Context: an optimization exercise on an open-source flow, tuned for small area. The choices shown serve that exercise and are no tape-out recipe.
The RTL was checked by simulation tests, not by an equivalence proof against the original design.
No activity file was given, so power comes from the tool's default toggle rates.

===== design.v =====
package regfile_pkg;
   localparam int DATA_W   = 32;
   localparam int ADDR_W   = 5;
   localparam int NUM_REGS = 2**ADDR_W;
   localparam int ZERO_REG = 0;
   typedef logic [DATA_W-1:0] data_t;
   typedef logic [ADDR_W-1:0] idx_t;
endpackage
module regfile_read_port #(
   parameter int DATA_W = regfile_pkg::DATA_W,
   parameter int ADDR_W = regfile_pkg::ADDR_W
) (
   input  logic              clk,
   input  logic              rst,
   input  logic              rd_en,
   input  logic [ADDR_W-1:0] read_reg,
   input  logic [2**ADDR_W-1:0][DATA_W-1:0] regs,
   output logic [DATA_W-1:0] read_data
);
   logic [DATA_W-1:0] sel;
   always_comb begin
      sel = (read_reg == ADDR_W'(regfile_pkg::ZERO_REG)) ? '0 :
            regs[read_reg];
   end
   always_ff @(posedge clk) begin
      if (rst) read_data <= '0;
      else if (rd_en) read_data <= sel;
   end
endmodule
module register_file #(
   parameter int DATA_W = regfile_pkg::DATA_W,
   parameter int ADDR_W = regfile_pkg::ADDR_W
) (
   input  logic              clk,
   input  logic              rst,
   input  logic              rd_en,
   input  logic [ADDR_W-1:0] read_reg1,
   input  logic [ADDR_W-1:0] read_reg2,
   output logic [DATA_W-1:0] read_data1,
   output logic [DATA_W-1:0] read_data2,
   output logic              rd_valid,
   input  logic              reg_write,
   input  logic [ADDR_W-1:0] write_reg,
   input  logic [DATA_W-1:0] write_data
);
   localparam int NUM_REGS = 2**ADDR_W;
   logic [NUM_REGS-1:0][DATA_W-1:0] regs;
   always_ff @(posedge clk) begin
      if (rst) begin
         for (int i = 0; i < NUM_REGS; i++) regs[i] <= '0;
         rd_valid <= 1'b0;
      end else begin
         if (reg_write && write_reg != ADDR_W'(regfile_pkg::ZERO_REG)) regs[write_reg] <= write_data;
         rd_valid <= rd_en;
      end
   end
   regfile_read_port #(.DATA_W(DATA_W), .ADDR_W(ADDR_W)) u_port1 (
      .clk       (clk),
      .rst       (rst),
      .rd_en     (rd_en),
      .read_reg  (read_reg1),
      .regs      (regs),
      .read_data (read_data1)
   );
   regfile_read_port #(.DATA_W(DATA_W), .ADDR_W(ADDR_W)) u_port2 (
      .clk       (clk),
      .rst       (rst),
      .rd_en     (rd_en),
      .read_reg  (read_reg2),
      .regs      (regs),
      .read_data (read_data2)
   );
endmodule

===== run.sh =====
#!/bin/bash
# synth_recipe.tcl (not shown) runs the flow's synth.tcl, then flattens the netlist and writes it again
# the make line also repeats each setting of config.mk as NAME=value (left out here)
make -C /OpenROAD-flow-scripts/flow DESIGN_CONFIG=/design/flow/config.mk WORK_HOME=/design/flow/orfs CLKGATE_MAP_FILE= SYNTH_SCRIPT=/design/flow/synth_recipe.tcl finish

===== config.mk =====
export PLATFORM = sky130hd
export DESIGN_NAME = register_file
export DESIGN_NICKNAME = register_file
export VERILOG_FILES = /design/flow/design.v
export SDC_FILE = /design/flow/constraint.sdc
export NUM_CORES = 4
export LEC_CHECK = 0
export CAP_MARGIN = 20
export CORE_MARGIN = 2
export CORE_UTILIZATION = 40
export SLEW_MARGIN = 20

===== constraint.sdc =====
create_clock -name core_clock -period 5.0 [get_ports {clk}]
set_input_delay 1.0000 -clock core_clock [delete_from_list [all_inputs] [get_ports {clk}]]
set_output_delay 1.0000 -clock core_clock [all_outputs]
set_load 0.01 [all_outputs]

==> summary.txt, run 1 <==
* Outcome: no timing/DRC/antenna violations
* Final worst-path cycle share at 80.7%
* Fillcell total at 12589
* Post-Route Setup TNS at 0 ns
* Syn Std Cell Area at 0.0541 mm²
* Hold Crit Endpoint: regs[722]$_SDFFE_PP0P_
* Worst setup slack after placement at around 0.26 ns
* Bufs on Longest Clock Path at 3
* Type of the tightest min-delay check: flop to flop
* Total number of yosys warnings at 2
* Number of cell instances on the worst register-to-register path at 5
* Multi-input gate area in the final layout at 0.0298 mm²
* Reg-to-reg slack, setup at roughly 2.8 ns
* Setup Fix Bufs, Post-CTS at 0
* Wirelength, routed at 207000 µm
* Hold path start: regs[722]$_SDFFE_PP0P_
* WHS Path Cells at 2
* Share of cells above drive strength 1 at around 15%
* CP Data Required Time at 5.58 ns
* Total cell area at the placement stage at 0.0570 mm²
* Final max-slew violation count at 0
* Synthesis-stage register bit count at 1089
* Finished Cell Area at 0.0610 mm²
* Worst setup SP type: primary input
* Number of global-route vias before repair at around 44000
* Clock tree root driver cell: sky130_fd_sc_hd__clkbuf_16
* Unrepaired setup endpoints after global routing: false
* Critical-path cell list: clkdlybuf4s50_1 > inv_2 > ha_1 > nor3b_1 > ha_1 > buf_4 > buf_4 > or3_1 > or3_2 > nand2_1 > a21oi_1
* Max-capacitance violation count at 0
* Number of cells upsized or downsized after cts at 0
* DRT antenna net count at 0
* Std-Cell Core Area at 0.134 mm²
* Placer's final routability congestion estimate at 0.901
* Leakage at 20.0 nW
* Final setup margin at 0.965 ns
* Clock tree from TritonCTS: done
* Mapped Nets at between 6000 and 7000
* Cell Count, Final, Fillers Out at around 7700
* Worst setup path category: primary input to flop
* Cell area power density at approximately 320 mW/mm²
* Proportion of synthesized chip area in sequential cells at 40.3%
* Number of antenna violations at the first check in global routing at 2
* Final number of hold-violating endpoints at 0
* Number of I/O pins at about 120
* IO Port Bufs at 115
* Clock transition at path regs at ~0.06 ns
* Relative slew margins at 24.1%
* Clock latency on the worst-skew pair at 0.74 ns
* Reg2Reg Capture Point: u_port2.read_data[10]$_SDFFE_PP0P_
* Post-detail-place hpwl at 125000 µm
* CP bufs+invs at 4
* CTS buffer count at 113
* Final routed wire length divided by cell count at 27.0 µm
* GRT Overall Usage at 29.3%
* Critical path capture point type: flop
* CTS H-tree depth at 3
* Cell family contributing the most delay on the critical path: simple AND/OR/NAND/NOR gates
* Arrival @ worst endpoint at 4.61 ns
* Total die area at 0.138 mm²
* Clock Skew at around 0.021 ns
* Vias post-DR at 46990
* Via-to-Cell Ratio at 6.12
* FF-to-FF Start: regs[362]$_SDFFE_PP0P_
* Slowest cell on the critical path: sky130_fd_sc_hd__or3_2
* Crit-path max FO at 32
* Number of nets in the layout at 5862
* Largest stage delay, worst path at 0.89 ns
* Post-Synthesis Cells at 5987
* Height of the chip at between 300 and 400 µm
* Synthesis-to-finish area growth at 12.7%
* Achievable clock frequency at roughly 250 MHz
* Storage cell area at about 0.022 mm²
* Number of core rows at between 100 and 150
* Peak supply drop at 0.000248 V
* First-pass GRT wire length at 301000 µm
* Cts-stage hold buffer count at 0
* Largest net degree at the start of global routing at ~210
* Total clock sinks at 1089
* GRT Residual Overflow at 0
* Distinct cell type count of the synthesized netlist at 46
* Mean instance size in the synthesized netlist at 9.03 µm²
* Number of DRC markers in iteration 0 at ~6500
* Count of final setup violators at 0
* Width of the chip at between 300 and 400 µm
* Minimum clock period after layout at around 4 ns
* DRC violation count after routing at 0
* First-pass iteration count of the detailed router at 6
* Worst Max-Slew Pin Slew at 1.14 ns
* Cell Count Post-Placement at 7462
* Starting utilization of the core area at around two fifths
[power by group]
part           switching (mW)  total [mW]  internal, mW
Combinational            1.14        1.68         0.533
Sequential             0.0728        8.84          8.77
Clock                    3.75        9.09          5.34
Total                    4.96        19.6          14.6
[synthesized netlist by cell type (all sizes together)]
| library cell | instances | area share (%) |
|---|---|---|
| dfxtp | 1089 | 40 |
| a21o | 2 | 0.028 |
| a221oi | 32 | 0.52 |
| a21oi | 941 | 8.7 |
| a211o | 66 | 1.1 |
| and4b | 1 | 0.019 |
| clkbuf | 398 | 2.8 |
| o311ai | 2 | 0.032 |
| nand2 | 1849 | 13 |
| buf | 232 | 2.3 |
| nor4bb | 2 | 0.037 |
| nor2 | 102 | 0.71 |
| or3 | 13 | 0.16 |
| nor4b | 1 | 0.016 |
| nand4b | 1 | 0.016 |
| xor2 | 1 | 0.016 |
| o31a | 1 | 0.016 |
| and2 | 4 | 0.046 |
| inv | 3 | 0.021 |
| o2111ai | 32 | 0.52 |
| a211oi | 22 | 0.31 |
| nand3 | 12 | 0.11 |
| or4 | 10 | 0.14 |
| a22oi | 160 | 2.2 |
| mux2i | 460 | 8.5 |
| nor4 | 13 | 0.42 |
| o211ai | 32 | 0.44 |
| or2 | 1 | 0.012 |
| mux4 | 384 | 16 |
| xnor2 | 1 | 0.016 |
| nor3b | 1 | 0.014 |
| nand2b | 3 | 0.035 |
| nor3 | 24 | 0.53 |
| nor2b | 90 | 1.0 |
| ha | 2 | 0.046 |
[worst min-delay path, stage by stage, from the launching register on]
cell                      delay [ns]
sky130_fd_sc_hd__dfxtp_1        0.31
sky130_fd_sc_hd__nand2_1        0.05
sky130_fd_sc_hd__a21oi_1        0.05
[cells in the final DEF, fill, tap and decap left out, types with 12 or more instances in the layout]
cell type                         instances
sky130_fd_sc_hd__clkdlybuf4s50_1        101
sky130_fd_sc_hd__a22oi_1                160
sky130_fd_sc_hd__clkbuf_8                19
sky130_fd_sc_hd__nand3_2                 12
sky130_fd_sc_hd__nor3_4                  20
sky130_fd_sc_hd__nand2_1               1847
sky130_fd_sc_hd__mux2i_1                460
sky130_fd_sc_hd__buf_4                  196
sky130_fd_sc_hd__bufinv_16               16
sky130_fd_sc_hd__a211o_1                 65
sky130_fd_sc_hd__o2111ai_1               32
sky130_fd_sc_hd__o211ai_1                32
sky130_fd_sc_hd__clkbuf_1                21
sky130_fd_sc_hd__dfxtp_1               1089
sky130_fd_sc_hd__clkinv_2                28
sky130_fd_sc_hd__a211oi_1                22
sky130_fd_sc_hd__buf_12                  28
sky130_fd_sc_hd__clkbuf_16              117
sky130_fd_sc_hd__nor2_1                  99
sky130_fd_sc_hd__nor2b_1                 86
sky130_fd_sc_hd__a21oi_1                940
sky130_fd_sc_hd__a221oi_1                32
sky130_fd_sc_hd__mux4_2                 384
[per-stage QoR]
| stage | total power, mW | hold WS [ns] | utilization (%) |
|---|---|---|---|
| 2_1_floorplan | 10.0 | 0.439 | - |
| 3_3_place_gp | 10.7 | 0.449 | 42.6 |
| 3_5_place_dp | 10.7 | 0.455 | 42.6 |
| 4_1_cts | 19.6 | 0.463 | 45.6 |
| 5_1_grt | 20.1 | 0.483 | 45.6 |
| 6_report | 19.6 | 0.464 | 45.6 |
[registers in the layout, summed over array words and instances, names as in the netlist]
| register | count |
|---|---|
| u_port1.read_data | 32 |
| u_port2.read_data | 32 |
| rd_valid | 1 |
| regs | 1024 |
[final cells by class]
cell class              instances  share of cell area [%]
multi-input cells            4265                    48.9
flip-flops and latches       1089                    35.8
clock buffers                 155                    5.32
repair buffers                337                    5.19
well taps                    1768                    3.63
clock inverters                55                    1.16
inverters                       3                  0.0185
diodes                          1                 0.00410
[metal layers]
metal	share of wire, %	global-route usage, %	vias up
met5	0.078	0.839	-
met4	5.2	14.5	2
met1	40	39.4	23222
li1	-	-	20681
met2	44	45.1	2579
met3	10	5.69	506
[cell families (layout without fill, tap and decap cells)]
kind of cell	after synthesis	in the layout	synth area share, %
buffers and inverters	633	550	5.08
flip-flops	1089	1089	40.3
adder cells (fa/ha/maj)	2	2	0.0463
multiplexers	844	844	24.5
other	0	1	0
AO/OA/AOI/OAI	1290	1290	13.9
XOR/XNOR	2	2	0.0324
AND/OR/NAND/NOR	2127	2127	16.1
[worst max path at each step]
stage | cells past startpoint | endpoint | start | slack (ns)
5_1_grt | 11 | regs[879]$_SDFFE_PP0P_ | write_reg[0] | 0.83
3_5_place_dp | 11 | regs[868]$_SDFFE_PP0P_ | write_reg[0] | 0.26
3_3_place_gp | 11 | regs[869]$_SDFFE_PP0P_ | write_reg[0] | 0.35
2_1_floorplan | 12 | regs[610]$_SDFFE_PP0P_ | write_reg[0] | 1.57
6_report | 11 | regs[868]$_SDFFE_PP0P_ | write_reg[0] | 0.96
4_1_cts | 11 | regs[868]$_SDFFE_PP0P_ | write_reg[0] | 1.02
==> run 2: changes to the inputs <==
==> design.v (replaced) <==
package regfile_pkg;
   localparam int DATA_W   = 32;
   localparam int ADDR_W   = 5;
   localparam int NUM_REGS = 2**ADDR_W;
   localparam int ZERO_REG = 0;
   typedef logic [DATA_W-1:0] data_t;
   typedef logic [ADDR_W-1:0] idx_t;
endpackage
module rf_ao22 (input logic a1, a2, b1, b2, output logic y);
   assign y = (a1 & a2) | (b1 & b2);
endmodule
module rf_nand2 (input logic a, b, output logic y);
   assign y = ~(a & b);
endmodule
module rf_aoi222 (input logic a1, a2, b1, b2, c1, c2, output logic y);
   assign y = ~((a1 & a2) | (b1 & b2) | (c1 & c2));
endmodule
module rf_nand4 (input logic a, b, c, d, output logic y);
   assign y = ~(a & b & c & d);
endmodule
module rf_nand3 (input logic a, b, c, output logic y);
   assign y = ~(a & b & c);
endmodule
module rf_ao2111 (input logic a1, a2, b, c, d, output logic y);
   assign y = (a1 & a2) | b | c | d;
endmodule
module regfile_read_port #(
   parameter int DATA_W = regfile_pkg::DATA_W,
   parameter int ADDR_W = regfile_pkg::ADDR_W
) (
   input  logic                              hold,
   input  logic [2**ADDR_W-1:1]              sel,
   input  logic [2**ADDR_W-1:1][DATA_W-1:0]  regs,
   input  logic [DATA_W-1:0]                 cur,
   output logic [DATA_W-1:0]                 nxt
);
   for (genvar b = 0; b < DATA_W; b++) begin : g_bit
      logic [10:0] y;
      logic [2:0]  p;
      for (genvar k = 0; k < 10; k++) begin : g_aoi
         rf_aoi222 u_aoi (
            .a1(sel[3*k+1]), .a2(regs[3*k+1][b]),
            .b1(sel[3*k+2]), .b2(regs[3*k+2][b]),
            .c1(sel[3*k+3]), .c2(regs[3*k+3][b]),
            .y(y[k]));
      end
      rf_nand2 u_last (.a(sel[31]), .b(regs[31][b]), .y(y[10]));
      rf_nand4 u_n0 (.a(y[0]), .b(y[1]), .c(y[2]), .d(y[3]), .y(p[0]));
      rf_nand4 u_n1 (.a(y[4]), .b(y[5]), .c(y[6]), .d(y[7]), .y(p[1]));
      rf_nand3 u_n2 (.a(y[8]), .b(y[9]), .c(y[10]), .y(p[2]));
      rf_ao2111 u_or (.a1(hold), .a2(cur[b]), .b(p[0]), .c(p[1]), .d(p[2]), .y(nxt[b]));
   end
endmodule
module register_file #(
   parameter int DATA_W = regfile_pkg::DATA_W,
   parameter int ADDR_W = regfile_pkg::ADDR_W
) (
   input  logic              clk,
   input  logic              rst,
   input  logic              rd_en,
   input  logic [ADDR_W-1:0] read_reg1,
   input  logic [ADDR_W-1:0] read_reg2,
   output logic [DATA_W-1:0] read_data1,
   output logic [DATA_W-1:0] read_data2,
   output logic              rd_valid,
   input  logic              reg_write,
   input  logic [ADDR_W-1:0] write_reg,
   input  logic [DATA_W-1:0] write_data
);
   localparam int NUM_REGS = 2**ADDR_W;
   logic [NUM_REGS-1:1][DATA_W-1:0] regs, regs_nxt;
   logic [NUM_REGS-1:1] wload, whold, sel1, sel2;
   logic [DATA_W-1:0] rd1_nxt, rd2_nxt;
   logic rd_go, rd_hold;
   assign rd_go   = rd_en & ~rst;
   assign rd_hold = ~rd_en & ~rst;
   always_comb begin
      for (int i = 1; i < NUM_REGS; i++) begin
         wload[i] = ~rst && reg_write && write_reg == ADDR_W'(i);
         whold[i] = ~rst && !(reg_write && write_reg == ADDR_W'(i));
         sel1[i]  = rd_go && read_reg1 == ADDR_W'(i);
         sel2[i]  = rd_go && read_reg2 == ADDR_W'(i);
      end
   end
   for (genvar i = 1; i < NUM_REGS; i++) begin : g_reg
      for (genvar b = 0; b < DATA_W; b++) begin : g_bit
         rf_ao22 u_wr (.a1(whold[i]), .a2(regs[i][b]), .b1(wload[i]), .b2(write_data[b]),
                       .y(regs_nxt[i][b]));
      end
   end
   regfile_read_port #(.DATA_W(DATA_W), .ADDR_W(ADDR_W)) u_port1 (
      .hold(rd_hold), .sel(sel1), .regs(regs), .cur(read_data1), .nxt(rd1_nxt)
   );
   regfile_read_port #(.DATA_W(DATA_W), .ADDR_W(ADDR_W)) u_port2 (
      .hold(rd_hold), .sel(sel2), .regs(regs), .cur(read_data2), .nxt(rd2_nxt)
   );
   always_ff @(posedge clk) begin
      regs       <= regs_nxt;
      read_data1 <= rd1_nxt;
      read_data2 <= rd2_nxt;
      rd_valid   <= rd_go;
   end
endmodule
--- a/config.mk
+++ b/config.mk
@@ -9,3 +9,4 @@
 export CORE_MARGIN = 2
 export CORE_UTILIZATION = 40
 export SLEW_MARGIN = 20
+export SYNTH_HIERARCHICAL = 1
==> run 2 against run 1 <==
  * Still clean on timing, DRC and antenna
  * Non-clock buffer count fell by 45
  * Cell count fell by 35%
  * Utilization rose by 3.5 points
  * Sequential cell count fell by 32
==> summary.txt, run 2 <==
* Outcome: no timing/DRC/antenna violations
* Total clock sinks at 1057 (-2.9%)
* Proportion of synthesized chip area in sequential cells at 53.6% (+13 points)
* Relative slew margins at 30.4% (+6.4 points)
* Syn Std Cell Area at 0.0395 mm² (-27%)
* Yosys top cell area share at 53.6% (+13 points)
* Number of global-route vias before repair at 36639 (-17%)
* Synthesis-to-finish area growth at 22.0%
* Bufs on Longest Clock Path at 3 (unchanged)
* Clock transition at path regs at 0.06 ns (about the same)
* Top cells by instance count after synthesis: 1057 x sky130_fd_sc_hd__dfxtp_1, 992 x sky130_fd_sc_hd__a22o_1, 640 x sky130_fd_sc_hd__a222oi_1, 128 x sky130_fd_sc_hd__nand4_1, 82 x sky130_fd_sc_hd__nor3_1
* Peak supply drop at 0.000276 V (+11%)
* Type of the tightest min-delay check: flop to flop
* Std-Cell Core Area at 0.0981 mm² (-27%)
* Post-Route Setup TNS at 0 ns (unchanged)
* Final worst-path cycle share at 70.3% (-10 points)
* Number of DRC markers in iteration 0 at 8319 (+27%)
* Critical path capture point type: flop
* GRT Overall Usage at 33.9% (+4.6 points)
* Number of flip-flops in the largest register at 992 (-3.1%)
* Cell family contributing the most delay on the critical path: simple AND/OR/NAND/NOR gates
* Max-capacitance violation count at 0 (unchanged)
* Number of cells upsized or downsized after cts at 0 (unchanged)
* Worst setup path category: primary input to flop
* Post-detail-place hpwl at 102000 µm (-19%)
* Reg-to-reg slack, setup at 3.19 ns (+0.41 ns)
* Flip-flop cell with the highest count after synthesis: sky130_fd_sc_hd__dfxtp_1
* Multi-input gate area in the final layout at 0.0190 mm² (-36%)
* Count leader, synth: sky130_fd_sc_hd__dfxtp_1
* IO Port Bufs at 115 (unchanged)
* Number of enable flip-flop cells after synthesis at 0 (unchanged)
* Vias post-DR at 39062 (-17%)
* Clock latency on the worst-skew pair at 0.71 ns (-0.03 ns)
* Wirelength, routed at 182000 µm (-12%)
* Largest stage delay, worst path at 0.63 ns (-0.26 ns)
* Final number of hold-violating endpoints at 0 (unchanged)
* First-pass GRT wire length at 259000 µm (-14%)
* Cell area power density at 372 mW/mm² (+16%)
* Dominant cell type by area after synthesis: sky130_fd_sc_hd__dfxtp_1
* Clock Skew at 0.0277 ns (+0.00627 ns)
* Cell types occupying the most area after synthesis: sky130_fd_sc_hd__dfxtp_1 54%, sky130_fd_sc_hd__a22o_1 22%, sky130_fd_sc_hd__a222oi_1 16%, sky130_fd_sc_hd__nand4_1 2.0%, sky130_fd_sc_hd__a2111o_1 1.8%
* Cts-stage hold buffer count at 0 (unchanged)
* Number of I/O pins at 116 (unchanged)
* Worst Max-Slew Pin Slew at 1.04 ns (-0.0955 ns)
* Total die area at 0.101 mm² (-27%)
* DRT antenna net count at 0 (unchanged)
* Synthesis-stage register bit count at 1057 (-2.9%)
* Mean instance size in the synthesized netlist at 12.3 µm² (+36%)
* Leakage at 17.4 nW (-13%)
* Achievable clock frequency at 284 MHz (+15%)
* CTS H-tree depth at 3 (unchanged)
* Number of nets in the layout at 3640 (-38%)
* Count of final setup violators at 0 (unchanged)
* Final max-slew violation count at 0 (unchanged)
* Ys async rst share at 0% (unchanged)
* Register with the most flip-flops: regs
* CP bufs+invs at 2 (-2)
* DRC violation count after routing at 0 (unchanged)
* Total cell area at the placement stage at 0.0444 mm² (-22%)
* Total number of yosys warnings at 7 (+5)
* Storage cell area at 0.0212 mm² (-2.9%)
* Setup Fix Bufs, Post-CTS at 0 (unchanged)
* Final routed wire length divided by cell count at 36.6 µm (+36%)
* Clock tree root driver cell: sky130_fd_sc_hd__clkbuf_16
* CP Data Required Time at 5.57 ns (about the same)
* Via-to-Cell Ratio at 7.86 (+28%)
* Arrival @ worst endpoint at 4.09 ns (-0.52 ns)
* First-pass iteration count of the detailed router at 13 (+7)
* Starting utilization of the core area at 40.2% (-0.17 points)
* Number of antenna violations at the first check in global routing at 6 (+4)
* Unrepaired setup endpoints after global routing: false
* Registers with the most flip-flops: regs x992, read_data1 x32, read_data2 x32
* Height of the chip at 318 µm (-14%)
* Commonest cells after routing, fill and taps aside: 1057 x sky130_fd_sc_hd__dfxtp_1, 992 x sky130_fd_sc_hd__a22o_1, 640 x sky130_fd_sc_hd__a222oi_1
* CTS buffer count at 110 (-2.7%)
* Post-Synthesis Cells at 3218 (-46%)
* Share of cells above drive strength 1 at 13.5% (-1.6 points)
* Leading cell type in the layout, fill and taps excluded: sky130_fd_sc_hd__dfxtp_1
* Width of the chip at 318 µm (-14%)
* Slowest cell on the critical path: sky130_fd_sc_hd__or3b_1
* Worst setup SP type: primary input
* Distinct cell type count of the synthesized netlist at 35 (-24%)
* Mapped Nets at 3269 (-46%)
* GRT Residual Overflow at 0 (unchanged)
* Fillcell total at 8807 (-30%)
* Critical-path cell list: clkdlybuf4s50_1 > or3b_1 > nor3_2 > buf_4 > a222oi_1 > nand4_1 > a2111o_1
* Minimum clock period after layout at 3.52 ns (-0.518 ns)
* Clock tree from TritonCTS: done
* Placer's final routability congestion estimate at 0.908 (+0.81%)
* Largest net degree at the start of global routing at 65 (-70%)
* Finished Cell Area at 0.0482 mm² (-21%)
* Number of core rows at 115 (-14%)
* Crit-path max FO at 32 (unchanged)
==> run 2: changes by cell type after synthesis, moves of 160 or more <==
cell / delta
sky130_fd_sc_hd__nand2_1: -1781
sky130_fd_sc_hd__a22o_1: +992
sky130_fd_sc_hd__a21oi_1: -914
sky130_fd_sc_hd__a222oi_1: +640
sky130_fd_sc_hd__mux2i_1: -460
sky130_fd_sc_hd__mux4_2: -384
sky130_fd_sc_hd__clkbuf_1: -376
sky130_fd_sc_hd__buf_2: -190
sky130_fd_sc_hd__a22oi_1: -160
==> run 2: worst reg2reg max path, stage by stage, from the launching register on <==
cell	delay, ns
sky130_fd_sc_hd__dfxtp_1	0.33
sky130_fd_sc_hd__a222oi_1	0.33
sky130_fd_sc_hd__nand4_1	0.49
sky130_fd_sc_hd__a2111o_1	0.54
==> run 2: final timing paths <==
kind,endpoint,startpoint,cells past startpoint
worst max-delay path,read_data1[3]$_DFF_P_,rd_en,7
worst min-delay path,regs[443]$_DFF_P_,regs[443]$_DFF_P_,1
worst max register to register,read_data2[16]$_DFF_P_,regs[400]$_DFF_P_,3
worst min register to register,regs[443]$_DFF_P_,regs[443]$_DFF_P_,1
==> run 2: logic make-up (layout without fill, tap and decap cells) <==
family          after synthesis  in the layout  synth area share, %
other cells                   0              2                    0
buf+inv                      33            495                0.377
compound gates             1727           1727                 40.5
flops                      1057           1057                 53.6
simple gates                401            401                 5.59
==> run 2: per-stage QoR <==
stage	cells	utilization [%]	hold WS (ns)	setup slack (ns)	power, mW
after floorplan	3218	-	0.470	0.794	8.94
after global routing	4967	49.1	0.514	1.45	18.3
final	4969	49.1	0.503	1.48	17.9
after detailed placement	4764	45.2	0.489	0.955	9.47
after global placement	4763	45.2	0.483	0.994	9.47
after CTS	4967	49.1	0.507	1.66	17.9
==> run 2: layout make-up <==
class / instances / share of cell area [%]
clock inverters: 41 / 1.13
flip-flops and latches: 1057 / 43.9
well taps: 1287 / 3.34
clock buffers: 162 / 6.78
repair buffers: 292 / 5.32
multi-input cells: 2128 / 39.5
diodes: 2 / 0.0104
==> run 2: metal layers <==
| layer | vias to the layer above | share of wire [%] | GRT usage [%] |
|---|---|---|---|
| met5 | - | 0.020 | 0 |
| met2 | 3386 | 42 | 49.8 |
| li1 | 15787 | - | - |
| met1 | 19102 | 38 | 44.3 |
| met4 | 6 | 5.8 | 17.9 |
| met3 | 781 | 15 | 10.9 |
==> run 2: Yosys stat by module, one instance, submodules excluded, excerpt <==
module	copies in the design	flip-flops and latches	area, µm²
rf_nand3	64	0	5.00
rf_ao22	992	0	8.76
rf_aoi222	640	0	10.0
register_file	1	1057	22300
rf_nand2	64	0	3.75
rf_nand4	128	0	6.26
rf_ao2111	64	0	11.3
==> run 2: where the power goes <==
group | internal (mW) | leakage [nW] | switching [mW]
registers | 8.48 | 8.52 | 0.0503
logic | 0.173 | 6.98 | 0.616
clock network | 5.04 | 1.86 | 3.57
total | 13.7 | 17.4 | 4.24
==> run 3: changes to the inputs <==
--- a/design.v
+++ b/design.v
@@ -6,8 +6,11 @@
    typedef logic [DATA_W-1:0] data_t;
    typedef logic [ADDR_W-1:0] idx_t;
 endpackage
-module rf_ao22 (input logic a1, a2, b1, b2, output logic y);
-   assign y = (a1 & a2) | (b1 & b2);
+module rf_oai22 (input logic a1, a2, b1, b2, output logic y);
+   assign y = ~((a1 | a2) & (b1 | b2));
+endmodule
+module rf_xor2 (input logic a, b, output logic y);
+   assign y = a ^ b;
 endmodule
 module rf_nand2 (input logic a, b, output logic y);
    assign y = ~(a & b);
@@ -69,35 +72,49 @@
 );
    localparam int NUM_REGS = 2**ADDR_W;
    logic [NUM_REGS-1:1][DATA_W-1:0] regs, regs_nxt;
-   logic [NUM_REGS-1:1] wload, whold, sel1, sel2;
-   logic [DATA_W-1:0] rd1_nxt, rd2_nxt;
+   logic [NUM_REGS-1:1] wload, wkeep, sel1, sel2;
+   logic [DATA_W-1:0] wcol, rd1_q, rd2_q, rd1_nxt, rd2_nxt;
+   logic ph, rd1_ph, rd2_ph;
    logic rd_go, rd_hold;
    assign rd_go   = rd_en & ~rst;
    assign rd_hold = ~rd_en & ~rst;
+   assign wcol    = write_data ^ {DATA_W{ph}};
    always_comb begin
       for (int i = 1; i < NUM_REGS; i++) begin
-         wload[i] = ~rst && reg_write && write_reg == ADDR_W'(i);
-         whold[i] = ~rst && !(reg_write && write_reg == ADDR_W'(i));
+         wload[i] = rst || (reg_write && write_reg == ADDR_W'(i));
+         wkeep[i] = rst || !(reg_write && write_reg == ADDR_W'(i));
          sel1[i]  = rd_go && read_reg1 == ADDR_W'(i);
          sel2[i]  = rd_go && read_reg2 == ADDR_W'(i);
       end
    end
    for (genvar i = 1; i < NUM_REGS; i++) begin : g_reg
       for (genvar b = 0; b < DATA_W; b++) begin : g_bit
-         rf_ao22 u_wr (.a1(whold[i]), .a2(regs[i][b]), .b1(wload[i]), .b2(write_data[b]),
-                       .y(regs_nxt[i][b]));
+         rf_oai22 u_wr (.a1(regs[i][b]), .a2(wload[i]), .b1(wcol[b]), .b2(wkeep[i]),
+                        .y(regs_nxt[i][b]));
       end
    end
    regfile_read_port #(.DATA_W(DATA_W), .ADDR_W(ADDR_W)) u_port1 (
-      .hold(rd_hold), .sel(sel1), .regs(regs), .cur(read_data1), .nxt(rd1_nxt)
+      .hold(rd_hold), .sel(sel1), .regs(regs), .cur(rd1_q), .nxt(rd1_nxt)
    );
    regfile_read_port #(.DATA_W(DATA_W), .ADDR_W(ADDR_W)) u_port2 (
-      .hold(rd_hold), .sel(sel2), .regs(regs), .cur(read_data2), .nxt(rd2_nxt)
+      .hold(rd_hold), .sel(sel2), .regs(regs), .cur(rd2_q), .nxt(rd2_nxt)
    );
    always_ff @(posedge clk) begin
-      regs       <= regs_nxt;
-      read_data1 <= rd1_nxt;
-      read_data2 <= rd2_nxt;
-      rd_valid   <= rd_go;
+      regs     <= regs_nxt;
+      ph       <= ~rst & ~ph;
+      rd1_q    <= rd1_nxt;
+      rd2_q    <= rd2_nxt;
+      if (rst) begin
+         rd1_ph <= 1'b0;
+         rd2_ph <= 1'b0;
+      end else if (rd_en) begin
+         rd1_ph <= ph & (read_reg1 != '0);
+         rd2_ph <= ph & (read_reg2 != '0);
+      end
+      rd_valid <= rd_go;
+   end
+   for (genvar b = 0; b < DATA_W; b++) begin : g_out
+      rf_xor2 u_x1 (.a(rd1_q[b]), .b(rd1_ph), .y(read_data1[b]));
+      rf_xor2 u_x2 (.a(rd2_q[b]), .b(rd2_ph), .y(read_data2[b]));
    end
 endmodule
==> run 3 against run 2 <==
  * Sequential cell count increased by 3
  * Die area is 3.4% lower
  * Non-clock buffer count is 5 lower
  * Cell count grew 1.5%
  * Hold slack worse by 0.036 ns
  * Wire length decreased by 1.9%
  * Global-route usage up 0.54 points
  * Critical path type is now flop to output port
  * Critical endpoint is now read_data1[5]
==> summary.txt, run 3 <==
* Outcome: no timing/DRC/antenna violations
* Count of final setup violators at 0 (unchanged)
* Synthesis-to-finish area growth at 22.1% (about the same)
* Mapped Nets at 3376 (+3.3%)
* Number of DRC markers in iteration 0 at 8569 (+3.0%)
* Std-Cell Core Area at 0.0947 mm² (-3.5%)
* Worst Max-Slew Pin Slew at 1.20 ns (+0.161 ns)
* Clock Skew at 0.0298 ns (+0.00209 ns)
* CTS H-tree depth at 3 (unchanged)
* Setup Fix Bufs, Post-CTS at 0 (unchanged)
* Number of enable flip-flop cells after synthesis at 0 (unchanged)
* Total number of yosys warnings at 7 (unchanged)
* Post-detail-place hpwl at 99100 µm (-2.5%)
* Vias post-DR at 39644 (+1.5%)
* Post-Synthesis Cells at 3325 (+3.3%)
* Largest net degree at the start of global routing at 65 (unchanged)
* Switching power share of the total at 26.0% (+2.4 points)
* Cell types occupying the most area after synthesis: sky130_fd_sc_hd__dfxtp_1 56%, sky130_fd_sc_hd__a222oi_1 17%, sky130_fd_sc_hd__o22ai_1 16%, sky130_fd_sc_hd__xor2_1 2.2%, sky130_fd_sc_hd__nand4_1 2.1%
* GRT Overall Usage at 34.5% (+0.54 points)
* Width of the chip at 313 µm (-1.7%)
* Count leader, synth: sky130_fd_sc_hd__dfxtp_1
* Yosys top cell area share at 55.7% (+2.1 points)
* GRT Residual Overflow at 0 (unchanged)
* Wirelength, routed at 179000 µm (-1.9%)
* Relative slew margins at 19.7% (-11 points)
* Type of the tightest min-delay check: flop to flop
* Total die area at 0.0978 mm² (-3.4%)
* Leakage at 17.3 nW (-0.64%)
* IO Port Bufs at 115 (unchanged)
* Register with the most flip-flops: regs
* Number of nets in the layout at 3734 (+2.6%)
* Leading cell type in the layout, fill and taps excluded: sky130_fd_sc_hd__dfxtp_1
* Ys async rst share at 0% (unchanged)
* Arrival @ worst endpoint at 3.08 ns (-1.01 ns)
* Number of cells upsized or downsized after cts at 0 (unchanged)
* Clock transition at path regs at 0.06 ns (about the same)
* Total cell area at the placement stage at 0.0427 mm² (-3.9%)
* Via-to-Cell Ratio at 7.86 (about the same)
* Logic gate share of total power at 9.4% (+5.0 points)
* CP Data Required Time at 4.00 ns (-1.57 ns)
* Critical path capture point type: output port
* Post-layout power at 20.3 mW (+13%)
* First-pass GRT wire length at 253000 µm (-2.3%)
* Peak supply drop at 0.000291 V (+5.3%)
* Finished Cell Area at 0.0465 mm² (-3.5%)
* Crit-path max FO at 24 (-25%)
* Unrepaired setup endpoints after global routing: false
* Starting utilization of the core area at 40.2% (about the same)
* Number of I/O pins at 116 (unchanged)
* Registers with the most flip-flops: regs x992, rd1_q x32, rd2_q x32
* Proportion of synthesized chip area in sequential cells at 55.7% (+2.1 points)
* Max-capacitance violation count at 0 (unchanged)
* Top cells by instance count after synthesis: 1060 x sky130_fd_sc_hd__dfxtp_1, 992 x sky130_fd_sc_hd__o22ai_1, 640 x sky130_fd_sc_hd__a222oi_1, 128 x sky130_fd_sc_hd__nand4_1, 96 x sky130_fd_sc_hd__xor2_1
* Synthesis-stage register bit count at 1060 (+0.28%)
* Achievable clock frequency at 245 MHz (-14%)
* Mean instance size in the synthesized netlist at 11.5 µm² (-6.6%)
* Final number of hold-violating endpoints at 0 (unchanged)
* Worst setup SP type: flop
* Final worst-path cycle share at 81.7% (+11 points)
* Clock tree from TritonCTS: done
* Clock power frac at 42.6% (-5.4 points)
* Flip-flop cell with the highest count after synthesis: sky130_fd_sc_hd__dfxtp_1
* Total clock sinks at 1060 (+0.28%)
* Final routed wire length divided by cell count at 35.4 µm (-3.4%)
* Worst setup path category: flop to output port
* Share of cells above drive strength 1 at 13.2% (-0.27 points)
* DRT antenna net count at 0 (unchanged)
* Cts-stage hold buffer count at 0 (unchanged)
* Minimum clock period after layout at 4.08 ns (+0.566 ns)
* Placer's final routability congestion estimate at 0.923 (+1.6%)
* Clock latency on the worst-skew pair at 0.69 ns (-0.02 ns)
* Syn Std Cell Area at 0.0381 mm² (-3.5%)
* Commonest cells after routing, fill and taps aside: 1057 x sky130_fd_sc_hd__dfxtp_1, 992 x sky130_fd_sc_hd__o22ai_1, 640 x sky130_fd_sc_hd__a222oi_1
* Post-Route Setup TNS at 0 ns (unchanged)
* Dominant cell type by area after synthesis: sky130_fd_sc_hd__dfxtp_1
* Number of global-route vias before repair at 37122 (+1.3%)
* Clock tree root driver cell: sky130_fd_sc_hd__clkbuf_16
* Sequential share of power at 48.0% (+0.4 points)
* First-pass iteration count of the detailed router at 14 (+1)
* Number of flip-flops in the largest register at 992 (unchanged)
* Height of the chip at 313 µm (-1.7%)
* Distinct cell type count of the synthesized netlist at 35 (unchanged)
* Final max-slew violation count at 0 (unchanged)
* Internal power at 15.0 mW (+9.5%)
* CTS buffer count at 110 (unchanged)
* DRC violation count after routing at 0 (unchanged)
* Bufs on Longest Clock Path at 3 (unchanged)
* Switching pwr at 5.27 mW (+24%)
* Number of antenna violations at the first check in global routing at 8 (+2)
* Cell area power density at 436 mW/mm² (+17%)
* Number of core rows at 113 (-1.7%)
[run 3: worst max-delay path, stage by stage, from the launching register on]
cell,delay [ns]
sky130_fd_sc_hd__dfxtp_2,0.95
sky130_fd_sc_hd__xor2_1,0.72
sky130_fd_sc_hd__clkdlybuf4s50_1,0.69
[run 3: through the flow]
stage,utilization [%],std cells,hold WS (ns),worst slack (ns)
finish,49.1,5045,0.466,0.917
global route,49.1,5042,0.476,0.880
CTS,49.1,5041,0.468,1.03
detailed placement,45.0,4835,0.459,0.835
global placement,45.0,4834,0.450,0.848
floorplan,-,3325,0.442,1.07
[run 3: power groups by stage]
| stage | clock [mW] | combinational [mW] | sequential, mW |
|---|---|---|---|
| 5_1_grt | 9.01 | 1.97 | 9.81 |
| 4_1_cts | 8.65 | 1.84 | 9.71 |
| 3_3_place_gp | 0 | 1.80 | 9.87 |
| 6_report | 8.62 | 1.91 | 9.73 |
| 2_1_floorplan | 0 | 1.03 | 9.73 |
| 3_5_place_dp | 0 | 1.84 | 9.89 |
[run 3: path summary, 6_finish.rpt]
path,cells after the start,slack (ns),end,from
worst max-delay path,2,0.92,read_data1[5],rd1_ph$_SDFFE_PP0P_
worst min-delay path,1,0.47,regs[988]$_DFF_P_,regs[988]$_DFF_P_
worst max register to register,4,2.73,regs[30]$_DFF_P_,ph$_DFF_P_
worst min register to register,1,0.47,regs[988]$_DFF_P_,regs[988]$_DFF_P_
[run 3: final cells by class]
class	count	area, µm²
Clock buffer	162	3260
Fill cell	8725	48200
Clock inverter	44	574
Timing Repair Buffer	287	2490
Tap cell	1265	1580
Inverter	2	7.51
Multi-Input combinational cell	2222	17400
Antenna cell	3	7.51
Sequential cell	1060	21200
[run 3: per-module statistics from Yosys, one instance, submodules excluded, a selection]
module	cell area, µm²	cells
rf_nand4	6.26	1
rf_aoi222	10.0	1
register_file	22900	1309
rf_nand2	3.75	1
rf_ao2111	11.3	1
rf_nand3	5.00	1
[run 3: cells by family after synthesis]
| group | share of synthesized area (%) |
|---|---|
| AOI/OAI and AO/OA | 35.7 |
| buffers and inverters | 0.509 |
| muxes | 0.0525 |
| xor gates and xnor gates | 2.21 |
| DFF | 55.7 |
| and+or+nand+nor | 5.89 |
[run 3: per-layer routing]
layer  GRT usage (%)  vias up  wire, µm
met5               0        -        69
met4            17.8       10     10400
met3            11.8      795     27000
met2            51.6     3323     76100
met1            44.0    19414     65100
li1                -    16102         -
==> run 4: changes to the inputs <==
--- a/config.mk
+++ b/config.mk
@@ -7,6 +7,9 @@
 export LEC_CHECK = 0
 export CAP_MARGIN = 20
 export CORE_MARGIN = 2
-export CORE_UTILIZATION = 40
+export CORE_UTILIZATION = 50
+export CTS_BUF_LIST = sky130_fd_sc_hd__clkbuf_16
+export CTS_CLUSTER_DIAMETER = 60
+export CTS_CLUSTER_SIZE = 20
 export SLEW_MARGIN = 20
 export SYNTH_HIERARCHICAL = 1
==> run 4 against run 3 <==
  * Critical path type unchanged
  * Sequential cell count did not move
  * Sequential share of layout area rose by 1.7 points
  * Hold slack improved by 0.0046 ns
  * Utilization rose by 10 points
  * Register-to-register slack barely moved
  * Critical path depth did not move
==> summary.txt, run 4 <==
* Cell types occupying the most area after synthesis: sky130_fd_sc_hd__dfxtp_1 56%, sky130_fd_sc_hd__a222oi_1 17%, sky130_fd_sc_hd__o22ai_1 16%, sky130_fd_sc_hd__xor2_1 2.2%, sky130_fd_sc_hd__nand4_1 2.1%
* Final worst-path cycle share at 81.3% (-0.41 points)
* Number of antenna violations at the first check in global routing at 8 (unchanged)
* Via-to-Cell Ratio at 8.64 (+9.9%)
* Synthesis-stage register bit count at 1060 (unchanged)
* Leakage at 16.6 nW (-3.8%)
* Worst setup path category: flop to output port
* Setup Fix Bufs, Post-CTS at 0 (unchanged)
* Number of core rows at 101 (-11%)
* Share of cells above drive strength 1 at 11.4% (-1.8 points)
* Vias post-DR at 40425 (+2.0%)
* Relative slew margins at 24.9% (+5.2 points)
* Arrival @ worst endpoint at 3.06 ns (-0.02 ns)
* Yosys top cell area share at 55.7% (unchanged)
* Registers with the most flip-flops: regs x992, rd1_q x32, rd2_q x32
* Post-detail-place hpwl at 104000 µm (+5.0%)
* First-pass GRT wire length at 261000 µm (+3.2%)
* DRT antenna net count at 0 (unchanged)
* Cts-stage hold buffer count at 0 (unchanged)
* First-pass iteration count of the detailed router at 14 (unchanged)
* Synthesis-to-finish area growth at 17.7%
* Cell Count, Final, Fillers Out at 4679 (-7.3%)
* Worst setup SP type: flop
* Worst Max-Slew Pin Slew at 1.13 ns (-0.0785 ns)
* Wirelength, routed at 186000 µm (+3.9%)
* Proportion of synthesized chip area in sequential cells at 55.7% (unchanged)
* Number of enable flip-flop cells after synthesis at 0 (unchanged)
* IO Port Bufs at 115 (unchanged)
* Commonest cells after routing, fill and taps aside: 1057 x sky130_fd_sc_hd__dfxtp_1, 992 x sky130_fd_sc_hd__o22ai_1, 640 x sky130_fd_sc_hd__a222oi_1
* Largest net degree at the start of global routing at 65 (unchanged)
* Post-Route Setup TNS at 0 ns (unchanged)
* Clock tree root driver cell: sky130_fd_sc_hd__clkbuf_16
* Number of I/O pins at 116 (unchanged)
* Type of the tightest min-delay check: flop to flop
* Register with the most flip-flops: regs
* Cell Count Post-Placement at 4554 (-5.8%)
* DRC violation count after routing at 0 (unchanged)
* Total number of yosys warnings at 7 (unchanged)
* Number of flip-flops in the largest register at 992 (unchanged)
* Unrepaired setup endpoints after global routing: false
* FF-to-FF Start: ph$_DFF_P_
* Timing endpoint of the critical path: read_data2[15]
* Starting utilization of the core area at 50.4% (+10 points)
* Number of DRC markers in iteration 0 at 9377 (+9.4%)
* CP Data Required Time at 4.00 ns (about the same)
* Top cells by instance count after synthesis: 1060 x sky130_fd_sc_hd__dfxtp_1, 992 x sky130_fd_sc_hd__o22ai_1, 640 x sky130_fd_sc_hd__a222oi_1, 128 x sky130_fd_sc_hd__nand4_1, 96 x sky130_fd_sc_hd__xor2_1
* Number of cell instances on the worst register-to-register path at 4 (unchanged)
* Width of the chip at 280 µm (-10%)
* Total die area at 0.0785 mm² (-20%)
* Count of final setup violators at 0 (unchanged)
* Final number of hold-violating endpoints at 0 (unchanged)
* Worst hold slack across all endpoints at 0.471 ns (+0.00462 ns)
* Worst setup slack after placement at 0.672 ns (-0.163 ns)
* Crit-path max FO at 22 (-8.3%)
* Minimum clock period after layout at 4.06 ns (-0.0203 ns)
* Std-Cell Core Area at 0.0757 mm² (-20%)
* Critical Path Start: rd2_ph$_SDFFE_PP0P_
* GRT Residual Overflow at 0 (unchanged)
* Mapped Nets at 3376 (unchanged)
* Clock tree from TritonCTS: done
* Number of cells upsized or downsized after cts at 0 (unchanged)
* Flip-flop cell with the highest count after synthesis: sky130_fd_sc_hd__dfxtp_1
* Clock transition at path regs at 0.08 ns (+0.02 ns)
* Number of nets in the layout at 3708 (-0.70%)
* Clock latency on the worst-skew pair at 0.66 ns (-0.03 ns)
* Achievable clock frequency at 246 MHz (+0.50%)
* Bufs on Longest Clock Path at 3 (unchanged)
* Final max-slew violation count at 0 (unchanged)
* Outcome: no timing/DRC/antenna violations
* Max-capacitance violation count at 0 (unchanged)
* Fillcell total at 6299 (-28%)
* Total clock sinks at 1060 (unchanged)
* GRT Overall Usage at 45.0% (+11 points)
* Dominant cell type by area after synthesis: sky130_fd_sc_hd__dfxtp_1
* Number of global-route vias before repair at 38443 (+3.6%)
* Ys async rst share at 0% (unchanged)
* Leading cell type in the layout, fill and taps excluded: sky130_fd_sc_hd__dfxtp_1
* Reg2Reg Capture Point: regs[557]$_DFF_P_
* Distinct cell type count of the synthesized netlist at 35 (unchanged)
* CTS H-tree depth at 3 (unchanged)
* Peak supply drop at 0.000238 V (-18%)
* Critical path capture point type: output port
* Final routed wire length divided by cell count at 39.7 µm (+12%)
* Syn Std Cell Area at 0.0381 mm² (unchanged)
* Height of the chip at 280 µm (-10%)
* Clock Skew at 0.0309 ns (+0.00103 ns)
* Count leader, synth: sky130_fd_sc_hd__dfxtp_1
* Reg-to-reg slack, setup at 2.74 ns (about the same)
* Cell area power density at 407 mW/mm² (-6.6%)
* Mean instance size in the synthesized netlist at 11.5 µm² (unchanged)
* Post-Synthesis Cells at 3325 (unchanged)
* CTS buffer count at 77 (-30%)
* Final setup margin at 0.937 ns (+0.0203 ns)
* Placer's final routability congestion estimate at 0.994 (+7.7%)
## run 4: Yosys stat by module, one instance, submodules excluded, a selection
module	cells inside	flip-flops and latches	area [µm²]
register_file	1309	1060	22900
rf_ao2111	1	0	11.3
rf_aoi222	1	0	10.0
rf_xor2	1	0	8.76
rf_nand4	1	0	6.26
rf_oai22	1	0	6.26
rf_nand3	1	0	5.00
rf_nand2	1	0	3.75
## run 4: kinds of logic after synthesis
kind of cell           after synthesis  share of synthesized area (%)
AO/OA/AOI/OAI                     1729                           35.7
XOR/XNOR                            96                           2.21
buffers and inverters               43                          0.509
flip-flops                        1060                           55.7
multiplexers                         2                         0.0525
AND/OR/NAND/NOR                    395                           5.89
## run 4: worst min path at each step
stage                              endpoint  depth (start not counted)              start  slack (ns)
after floorplan             regs[0]$_DFF_P_                          1    regs[0]$_DFF_P_        0.44
after CTS                 regs[608]$_DFF_P_                          1  regs[608]$_DFF_P_        0.47
after global routing      regs[751]$_DFF_P_                          1  regs[751]$_DFF_P_        0.48
after global placement    regs[289]$_DFF_P_                          1  regs[289]$_DFF_P_        0.45
after detailed placement  regs[495]$_DFF_P_                          1  regs[495]$_DFF_P_        0.46
final                     regs[969]$_DFF_P_                          1  regs[969]$_DFF_P_        0.47
## run 4: power by group
part,total (mW),switching (mW),internal [mW]
combinational,1.95,1.20,0.751
sequential,9.73,0.584,9.14
clock,6.57,3.33,3.23
## run 4: worst max-delay path, cell delays in order (launching register included)
cell and delay, ns:
sky130_fd_sc_hd__dfxtp_2 1.02, sky130_fd_sc_hd__xor2_1 0.68, sky130_fd_sc_hd__clkdlybuf4s50_1 0.69
## run 4: metrics by stage
| stage | utilization, % | total power, mW | cell area (µm²) |
|---|---|---|---|
| after global routing | 59.3 | 18.7 | 44900 |
| final | 59.3 | 18.2 | 44900 |
| after detailed placement | 55.9 | 11.8 | 42300 |
| after floorplan | - | 10.8 | 38100 |
| after CTS | 59.2 | 18.1 | 44800 |
| after global placement | 55.9 | 11.6 | 42300 |
## run 4: area by class of cell
type	count	area, µm²	share of cell area, %
clock buffer	79	1980	4.41
clock inverter	42	533	1.19
antenna	2	5.00	0.0112
sequential	1060	21200	47.3
timing repair buffer	294	2560	5.72
inverter	2	7.51	0.0167
multi-input combinational	2222	17300	38.6
tap	978	1220	2.73
## run 4: per-layer routing
layer / wire length (µm) / track usage [%] / vias up
met3: 32200 / 17.8 / 939
li1: - / - / 15999
met2: 76500 / 64.9 / 3843
met4: 11400 / 24.1 / 14
met5: 251 / 1.63 / -
met1: 65200 / 57.7 / 19630
==> run 5: changes to the inputs <==
==> config.mk (replaced) <==
export PLATFORM = sky130hd
export DESIGN_NAME = register_file
export DESIGN_NICKNAME = register_file
export VERILOG_FILES = /design/flow/design.v
export SDC_FILE = /design/flow/constraint.sdc
export NUM_CORES = 4
export LEC_CHECK = 0
export CAP_MARGIN = 10
export CORE_MARGIN = 2
export CORE_UTILIZATION = 50
export CTS_BUF_LIST = sky130_fd_sc_hd__clkbuf_16
export CTS_CLUSTER_DIAMETER = 100
export CTS_CLUSTER_SIZE = 22
export SLEW_MARGIN = 10
export SYNTH_HIERARCHICAL = 1
==> run 5 against run 4 <==
  * Still clean
  * Via count shrank 0.44%
  * Sequential power barely moved
  * Wire length shrank 0.32%
  * Total power is 10% lower
  * Sequential share of layout area grew 1.2 points
  * Cell count decreased by 1.3%
  * Clock-buffer cell count shrank 24
  * Clock skew is 0.0071 ns lower
  * Register-to-register slack about the same
  * Die area unchanged
  * Largest cell class unchanged
==> summary.txt, run 5 <==
* Final max-slew violation count at 0 (unchanged)
* Worst Max-Slew Pin Slew at 1.30 ns (+0.171 ns)
* Compound-cell area share of the yosys netlist at 35.7% (unchanged)
* Achievable clock frequency at 242 MHz (-1.8%)
* Clock tree from TritonCTS: done
* Number of DRC markers in iteration 0 at 9252 (-1.3%)
* IO Port Bufs at 115 (unchanged)
* Number of I/O pins at 116 (unchanged)
* Starting utilization of the core area at 50.4% (unchanged)
* Number of cell instances on the worst register-to-register path at 4 (unchanged)
* Cell types occupying the most area after synthesis: sky130_fd_sc_hd__dfxtp_1 56%, sky130_fd_sc_hd__a222oi_1 17%, sky130_fd_sc_hd__o22ai_1 16%, sky130_fd_sc_hd__xor2_1 2.2%, sky130_fd_sc_hd__nand4_1 2.1%
* Register with the most flip-flops: regs
* Outcome: no timing/DRC/antenna violations
* Final routed wire length divided by cell count at 40.1 µm (+1.0%)
* Number of flip-flops in the largest register at 992 (unchanged)
* Critical path capture point type: output port
* Switching pwr at 4.56 mW (-11%)
* Max-capacitance violation count at 0 (unchanged)
* Width of the chip at 280 µm (unchanged)
* Critical-path cell list: xor2_1 > clkdlybuf4s50_1
* Count of final setup violators at 0 (unchanged)
* Distinct cell type count of the synthesized netlist at 35 (unchanged)
* Dominant cell type by area after synthesis: sky130_fd_sc_hd__dfxtp_1
* Largest net degree at the start of global routing at 65 (unchanged)
* Number of enable flip-flop cells after synthesis at 0 (unchanged)
* Height of the chip at 280 µm (unchanged)
* Setup Fix Bufs, Post-CTS at 0 (unchanged)
* Final core occ at 57.7% (-1.5 points)
* Ys async rst share at 0% (unchanged)
* Wirelength, routed at 185000 µm (-0.32%)
* Clock Skew at 0.0238 ns (-0.00708 ns)
* Post-detail-place hpwl at 104000 µm (unchanged)
* CTS H-tree depth at 2 (-1)
* Clock power frac at 28.9% (-7.1 points)
* Type of the tightest min-delay check: flop to flop
* GRT Residual Overflow at 0 (unchanged)
* Flip-flop cell with the highest count after synthesis: sky130_fd_sc_hd__dfxtp_1
* Sequential share of power at 59.2% (+5.9 points)
* Worst setup path category: flop to output port
* Mapped Nets at 3376 (unchanged)
* Number of global-route vias before repair at 38123 (-0.83%)
* Via-to-Cell Ratio at 8.72 (+0.92%)
* Cts-stage hold buffer count at 0 (unchanged)
* Number of nets in the layout at 3683 (-0.67%)
* Yosys top cell area share at 55.7% (unchanged)
* Count leader, synth: sky130_fd_sc_hd__dfxtp_1
* Slowest cell on the critical path: sky130_fd_sc_hd__dfxtp_2
* First-pass GRT wire length at 260000 µm (-0.49%)
* Fillcell total at 6407 (+1.7%)
* Switching power share of the total at 27.8% (-0.29 points)
* Number of cells upsized or downsized after cts at 0 (unchanged)
* Synthesis-to-finish area growth at 14.7%
* Post-Synthesis Cells at 3325 (unchanged)
* Clock latency on the worst-skew pair at 0.68 ns (+0.02 ns)
* Vias post-DR at 40249 (-0.44%)
* Worst setup SP type: flop
* CP Data Required Time at 4.00 ns (about the same)
* Logic gate share of total power at 11.9% (+1.2 points)
* Syn Std Cell Area at 0.0381 mm² (unchanged)
* Leakage at 16.0 nW (-3.3%)
* GRT Overall Usage at 44.8% (-0.28 points)
* Mean instance size in the synthesized netlist at 11.5 µm² (unchanged)
* Top cells by instance count after synthesis: 1060 x sky130_fd_sc_hd__dfxtp_1, 992 x sky130_fd_sc_hd__o22ai_1, 640 x sky130_fd_sc_hd__a222oi_1, 128 x sky130_fd_sc_hd__nand4_1, 96 x sky130_fd_sc_hd__xor2_1
* Final worst-path cycle share at 82.7% (+1.5 points)
* Leading cell type in the layout, fill and taps excluded: sky130_fd_sc_hd__dfxtp_1
* Commonest cells after routing, fill and taps aside: 1057 x sky130_fd_sc_hd__dfxtp_1, 992 x sky130_fd_sc_hd__o22ai_1, 640 x sky130_fd_sc_hd__a222oi_1
* Unrepaired setup endpoints after global routing: false
* Largest stage delay, worst path at 1.04 ns (+0.02 ns)
* Post-synthesis share of cell area spent on full adders, half adders and majority gates at 0% (unchanged)
* WHS Path Cells at 1 (unchanged)
* Post-Route Setup TNS at 0 ns (unchanged)
* Crit-path max FO at 22 (unchanged)
* Minimum clock period after layout at 4.14 ns (+0.0740 ns)
* Total number of yosys warnings at 7 (unchanged)
* Bufs on Longest Clock Path at 3 (unchanged)
* Relative slew margins at 13.5% (-11 points)
* Clock tree root driver cell: sky130_fd_sc_hd__clkbuf_16
* Number of core rows at 101 (unchanged)
* CTS buffer count at 54 (-30%)
* Clock transition at path regs at 0.09 ns (about the same)
* DRT antenna net count at 0 (unchanged)
* Final number of hold-violating endpoints at 0 (unchanged)
* Combinational family with the most area after synthesis: compound AO/OA/AOI/OAI gates
* Synthesis-stage register bit count at 1060 (unchanged)
* Number of antenna violations at the first check in global routing at 4 (-4)
* Internal power at 11.9 mW (-9.6%)
* Registers with the most flip-flops: regs x992, rd1_q x32, rd2_q x32
* Share of cells above drive strength 1 at 9.96% (-1.4 points)
* Peak supply drop at 0.000278 V (+17%)
* First-pass iteration count of the detailed router at 13 (-1)
* Proportion of synthesized chip area in sequential cells at 55.7% (unchanged)
* Arrival @ worst endpoint at 3.14 ns (+0.08 ns)
* Total die area at 0.0785 mm² (unchanged)
* Total clock sinks at 1060 (unchanged)
* Cell area power density at 376 mW/mm² (-7.6%)
* DRC violation count after routing at 0 (unchanged)
* Placer's final routability congestion estimate at 0.994 (unchanged)
* Post-Synth Simple-Gate Area at 5.89% (unchanged)
* Portion of netlist area occupied by mux cells at 0.0525% (unchanged)
* XOR/XNOR share of the synthesized area at 2.21% (unchanged)
* Std-Cell Core Area at 0.0757 mm² (unchanged)
[run 5: cell counts after synthesis]
No cell type changed its count.
[run 5: stage by stage]
stage	hold WS, ns	total power, mW	instance area [µm²]	worst slack, ns	std cells
finish	0.470	16.4	43700	0.863	4616
global route	0.485	16.8	43700	0.888	4613
CTS	0.473	16.3	43700	1.01	4613
detailed placement	0.459	11.8	42300	0.672	4554
global placement	0.449	11.6	42300	0.731	4554
floorplan	0.442	10.8	38100	1.07	3325
[run 5: cell families after synthesis]
group	count (synthesis)
compound gates	1729
flops	1060
simple gates	395
xor+xnor	96
buf+inv	43
mux	2
[run 5: per-module statistics from Yosys, one instance, submodules excluded, a selection]
module         cell area (µm²)  times used
rf_xor2                   8.76          64
rf_nand3                  5.00          64
register_file            22900           1
rf_nand2                  3.75          64
rf_oai22                  6.26         992
rf_aoi222                 10.0         640
rf_nand4                  6.26         128
rf_ao2111                 11.3          64
[run 5: worst paths after layout]
kind	startpoint	slack, ns	to
setup / recovery	rd2_ph$_SDFFE_PP0P_	0.86	read_data2[15]
hold / removal	regs[336]$_DFF_P_	0.47	regs[336]$_DFF_P_
setup reg to reg	ph$_DFF_P_	2.74	regs[867]$_DFF_P_
hold reg to reg	regs[336]$_DFF_P_	0.47	regs[336]$_DFF_P_
[run 5: final cells by class]
| type | count | area (µm²) | share of cell area [%] |
|---|---|---|---|
| Clock buffer | 55 | 1380 | 3.15 |
| Inverter | 2 | 7.51 | 0.0172 |
| Timing Repair Buffer | 292 | 2520 | 5.76 |
| Antenna cell | 3 | 7.51 | 0.0172 |
| Sequential cell | 1060 | 21200 | 48.6 |
| Multi-Input combinational cell | 2222 | 17300 | 39.6 |
| Clock inverter | 4 | 32.5 | 0.0744 |
| Tap cell | 978 | 1220 | 2.80 |
[run 5: critical path, delay by kind of cell (launching register included)]
| family | cells | cell delay [ns] |
|---|---|---|
| flip-flops | 1 | 1.04 |
| buffers and inverters | 1 | 0.70 |
| XOR/XNOR | 1 | 0.69 |
[run 5: layer usage]
metal,up-vias,part of all wire (%),track usage [%]
li1,15897,-,-
met1,19430,35,57.8
met3,959,17,16.7
met2,3955,41,64.8
met5,-,0.11,0
met4,8,6.3,23.9
[run 5: power by group through the flow]
stage	sequential, mW	combinational (mW)	clock, mW
2_1_floorplan	9.73	1.03	0
3_3_place_gp	9.84	1.81	0
3_5_place_dp	9.89	1.86	0
4_1_cts	9.70	1.86	4.74
5_1_grt	9.80	2.01	5.02
6_report	9.73	1.95	4.74
==> run 6: changes to the inputs <==
==> flow/run.sh (new file) <==
#!/bin/bash
# The standard layout (standard.sh), with the ports buffered by the smallest
# buffer cell instead of the resizer's default choice. Make's full output is
# kept in flow_make.log in the work folder; ORFS's per-step logs are under orfs/logs.
set -euo pipefail
bash standard.sh BUFFER_PORTS_ARGS="-buffer_cell sky130_fd_sc_hd__buf_1" finish > flow_make.log 2>&1
==> standard.sh (new file) <==
#!/bin/bash
# synth_recipe.tcl (not shown) runs the flow's synth.tcl, then flattens the netlist and writes it again
# the make line also repeats each setting of config.mk as NAME=value (left out here)
make -C /OpenROAD-flow-scripts/flow DESIGN_CONFIG=/design/flow/config.mk WORK_HOME=/design/flow/orfs CLKGATE_MAP_FILE= SYNTH_SCRIPT=/design/flow/synth_recipe.tcl "${@:-finish}"
removed: run.sh
==> run 6 against run 5 <==
  * Still clean on timing, DRC and antenna
  * Sequential share of layout area is 0.79 points higher
  * Register-to-register slack is essentially flat
  * Global-route usage shrank 0.24 points
  * Combinational power down 7%
  * Largest cell class unchanged
  * Largest power group unchanged
==> summary.txt, run 6 <==
* Outcome: no timing/DRC/antenna violations
* Clock tree from TritonCTS: done
* Syn Std Cell Area at 0.0381 mm² (unchanged)
* Largest net degree at the start of global routing at 65 (unchanged)
* Unrepaired setup endpoints after global routing: false
* CP Data Required Time at 5.55 ns (+1.55 ns)
* Logic gate share of total power at 11.1% (-0.8 points)
* Crit-path max FO at 32 (+45%)
* Clock Skew at 0.0297 ns (+0.00592 ns)
* Worst setup SP type: primary input
* Post-Route Setup TNS at 0 ns (unchanged)
* Number of nets in the layout at 3676 (-0.19%)
* Switching pwr at 4.59 mW (+0.63%)
* Reg-to-reg slack, setup at 2.75 ns (about the same)
* Cell family contributing the most delay on the critical path: simple AND/OR/NAND/NOR gates
* Number of cells upsized or downsized after cts at 0 (unchanged)
* First-pass GRT wire length at 259000 µm (about the same)
* Final max-slew violation count at 0 (unchanged)
* Proportion of synthesized chip area in sequential cells at 55.7% (unchanged)
* Top cells by instance count after synthesis: 1060 x sky130_fd_sc_hd__dfxtp_1, 992 x sky130_fd_sc_hd__o22ai_1, 640 x sky130_fd_sc_hd__a222oi_1, 128 x sky130_fd_sc_hd__nand4_1, 96 x sky130_fd_sc_hd__xor2_1
* Worst setup path category: primary input to flop
* Mapped Nets at 3376 (unchanged)
* Total number of yosys warnings at 7 (unchanged)
* CP bufs+invs at 3 (+2)
* Post-Synthesis Cells at 3325 (unchanged)
* Count leader, synth: sky130_fd_sc_hd__dfxtp_1
* Cell types occupying the most area after synthesis: sky130_fd_sc_hd__dfxtp_1 56%, sky130_fd_sc_hd__a222oi_1 17%, sky130_fd_sc_hd__o22ai_1 16%, sky130_fd_sc_hd__xor2_1 2.2%, sky130_fd_sc_hd__nand4_1 2.1%
* GRT Residual Overflow at 0 (unchanged)
* Synthesis-to-finish area growth at 12.8%
* Arrival @ worst endpoint at 4.52 ns (+1.38 ns)
* Final core occ at 56.8% (-0.93 points)
* Clock power frac at 29.4% (+0.5 points)
* Timing endpoint of the critical path: rd2_q[10]$_DFF_P_
* Starting utilization of the core area at 50.4% (unchanged)
* Sequential share of power at 59.5% (+0.3 points)
* Number of core rows at 101 (unchanged)
* Number of I/O pins at 116 (unchanged)
* Number of DRC markers in iteration 0 at 9610 (+3.9%)
* FF-to-FF Start: ph$_DFF_P_
* Number of cell instances on the worst register-to-register path at 4 (unchanged)
* Clock transition at path regs at 0.09 ns (about the same)
* Register with the most flip-flops: regs
* Mean instance size in the synthesized netlist at 11.5 µm² (unchanged)
* Wirelength, routed at 184000 µm (-0.48%)
* Number of antenna violations at the first check in global routing at 4 (unchanged)
* Most used cell along the critical path: sky130_fd_sc_hd__buf_4
* Fillcell total at 6448 (+0.64%)
* Ys async rst share at 0% (unchanged)
* Sum of met2 wire segment lengths after detailed routing at 76800 µm (+1.1%)
* Leading cell type in the layout, fill and taps excluded: sky130_fd_sc_hd__dfxtp_1
* Vias post-DR at 40344 (+0.24%)
* Clock latency on the worst-skew pair at 0.68 ns (about the same)
* DRC violation count after routing at 0 (unchanged)
* Total die area at 0.0785 mm² (unchanged)
* Clock tree root driver cell: sky130_fd_sc_hd__clkbuf_16
* Std-Cell Core Area at 0.0757 mm² (unchanged)
* IO Port Bufs at 115 (unchanged)
* Relative slew margins at 8.88% (-4.6 points)
* CTS H-tree depth at 2 (unchanged)
* Top sig layer: met5
* Leakage at 15.7 nW (-1.9%)
* Internal power at 11.8 mW (-0.57%)
* Slowest cell on the critical path: sky130_fd_sc_hd__nand3b_1
* Number of flip-flops in the largest register at 992 (unchanged)
* Total clock sinks at 1060 (unchanged)
* Critical-path cell list: clkbuf_2 > buf_4 > nand3b_1 > nor3_2 > buf_4 > a222oi_1 > nand4_1 > a2111o_1
* Dominant cell type by area after synthesis: sky130_fd_sc_hd__dfxtp_1
* Commonest cells after routing, fill and taps aside: 1057 x sky130_fd_sc_hd__dfxtp_1, 992 x sky130_fd_sc_hd__o22ai_1, 640 x sky130_fd_sc_hd__a222oi_1
* CTS buffer count at 54 (unchanged)
* Setup Fix Bufs, Post-CTS at 0 (unchanged)
* Largest stage delay, worst path at 0.78 ns (-0.26 ns)
* Critical path capture point type: flop
* Share of cells above drive strength 1 at 9.98% (+0.016 points)
* First-pass iteration count of the detailed router at 14 (+1)
* GRT Overall Usage at 44.5% (-0.24 points)
* Height of the chip at 280 µm (unchanged)
* Number of global-route vias before repair at 37966 (-0.41%)
* Switching power share of the total at 28.0% (+0.24 points)
* Achievable clock frequency at 252 MHz (+4.3%)
* Type of the tightest min-delay check: flop to flop
* Max-capacitance violation count at 0 (unchanged)
* Cell Count, Final, Fillers Out at 4613 (-0.065%)
* Cts-stage hold buffer count at 0 (unchanged)
* Cell Count Post-Placement at 4547 (-0.15%)
* DR WL met3 at 30900 µm (-3.4%)
* Final number of hold-violating endpoints at 0 (unchanged)
* Flip-flop cell with the highest count after synthesis: sky130_fd_sc_hd__dfxtp_1
* Minimum clock period after layout at 3.96 ns (-0.172 ns)
* Cell area power density at 381 mW/mm² (+1.4%)
* Width of the chip at 280 µm (unchanged)
* Post-detail-place hpwl at 105000 µm (+1.3%)
* Worst Max-Slew Pin Slew at 1.36 ns (+0.0631 ns)
* Distinct cell type count of the synthesized netlist at 35 (unchanged)
* DRT antenna net count at 0 (unchanged)
* Via-to-Cell Ratio at 8.75 (+0.30%)
* Number of enable flip-flop cells after synthesis at 0 (unchanged)
* Yosys top cell area share at 55.7% (unchanged)
* Number of stages on the worst setup path at 8 (+6)
* Final routed wire length divided by cell count at 39.9 µm (-0.42%)
* Count of final setup violators at 0 (unchanged)
* Wire length the detailed router placed on met1 at 65500 µm (+0.52%)
* Reg2Reg Capture Point: regs[372]$_DFF_P_
* Synthesis-stage register bit count at 1060 (unchanged)
* Placer's final routability congestion estimate at 0.982 (-1.2%)
* Bufs on Longest Clock Path at 3 (unchanged)
* Final worst-path cycle share at 79.3% (-3.4 points)
* Peak supply drop at 0.000269 V (-3.1%)
* Registers with the most flip-flops: regs x992, rd1_q x32, rd2_q x32
* Critical Path Start: rst
run 6: cell counts after synthesis:
No cell type changed its count.
run 6: through the flow:
stage / total power [mW] / setup slack [ns] / hold WS (ns) / area, µm²
2_1_floorplan: 10.8 / 1.07 / 0.442 / 38100
3_3_place_gp: 11.5 / 0.674 / 0.449 / 41500
3_5_place_dp: 11.6 / 0.584 / 0.459 / 41500
4_1_cts: 16.2 / 1.26 / 0.472 / 43000
5_1_grt: 16.8 / 0.947 / 0.484 / 43000
6_report: 16.4 / 1.04 / 0.472 / 43000
run 6: per-layer routing:
| metal | up-vias | GRT usage [%] |
|---|---|---|
| met5 | - | 0 |
| met4 | 4 | 22.1 |
| met3 | 858 | 18.2 |
| met2 | 3895 | 65.5 |
| met1 | 19707 | 56.3 |
| li1 | 15880 | - |
run 6: worst min path at each step:
stage | start | endpoint | cells past startpoint
floorplan | regs[0]$_DFF_P_ | regs[0]$_DFF_P_ | 1
global placement | regs[193]$_DFF_P_ | regs[193]$_DFF_P_ | 1
detailed placement | regs[770]$_DFF_P_ | regs[770]$_DFF_P_ | 1
CTS | regs[706]$_DFF_P_ | regs[706]$_DFF_P_ | 1
global route | regs[743]$_DFF_P_ | regs[743]$_DFF_P_ | 1
finish | regs[147]$_DFF_P_ | regs[147]$_DFF_P_ | 1
run 6: area by class of cell:
| class | count | area, µm² | share of cell area [%] |
|---|---|---|---|
| Antenna cell | 6 | 15.0 | 0.0349 |
| Clock buffer | 57 | 1430 | 3.32 |
| Clock inverter | 3 | 25.0 | 0.0582 |
| Inverter | 2 | 7.51 | 0.0175 |
| Multi-Input combinational cell | 2222 | 17300 | 40.3 |
| Sequential cell | 1060 | 21200 | 49.4 |
| Tap cell | 978 | 1220 | 2.84 |
| Timing Repair Buffer | 285 | 1750 | 4.06 |
run 6: power groups by stage:
stage	clock network, mW	registers (mW)	logic, mW
finish	4.83	9.75	1.81
global route	5.10	9.82	1.87
CTS	4.79	9.71	1.73
detailed placement	0	9.91	1.73
global placement	0	9.86	1.67
floorplan	0	9.73	1.03
run 6: logic make-up after synthesis:
logic type / Yosys count / share of synthesized area [%]
AOI/OAI and AO/OA: 1729 / 35.7
xor gates and xnor gates: 96 / 2.21
buffers and inverters: 43 / 0.509
DFF: 1060 / 55.7
muxes: 2 / 0.0525
and+or+nand+nor: 395 / 5.89
run 6: per-module statistics from Yosys, one instance, submodules excluded, excerpt:
| module | cell area (µm²) | cells |
|---|---|---|
| rf_ao2111 | 11.3 | 1 |
| rf_aoi222 | 10.0 | 1 |
| rf_oai22 | 6.26 | 1 |
| rf_nand4 | 6.26 | 1 |
| register_file | 22900 | 1309 |
| rf_nand3 | 5.00 | 1 |
| rf_nand2 | 3.75 | 1 |
| rf_xor2 | 8.76 | 1 |
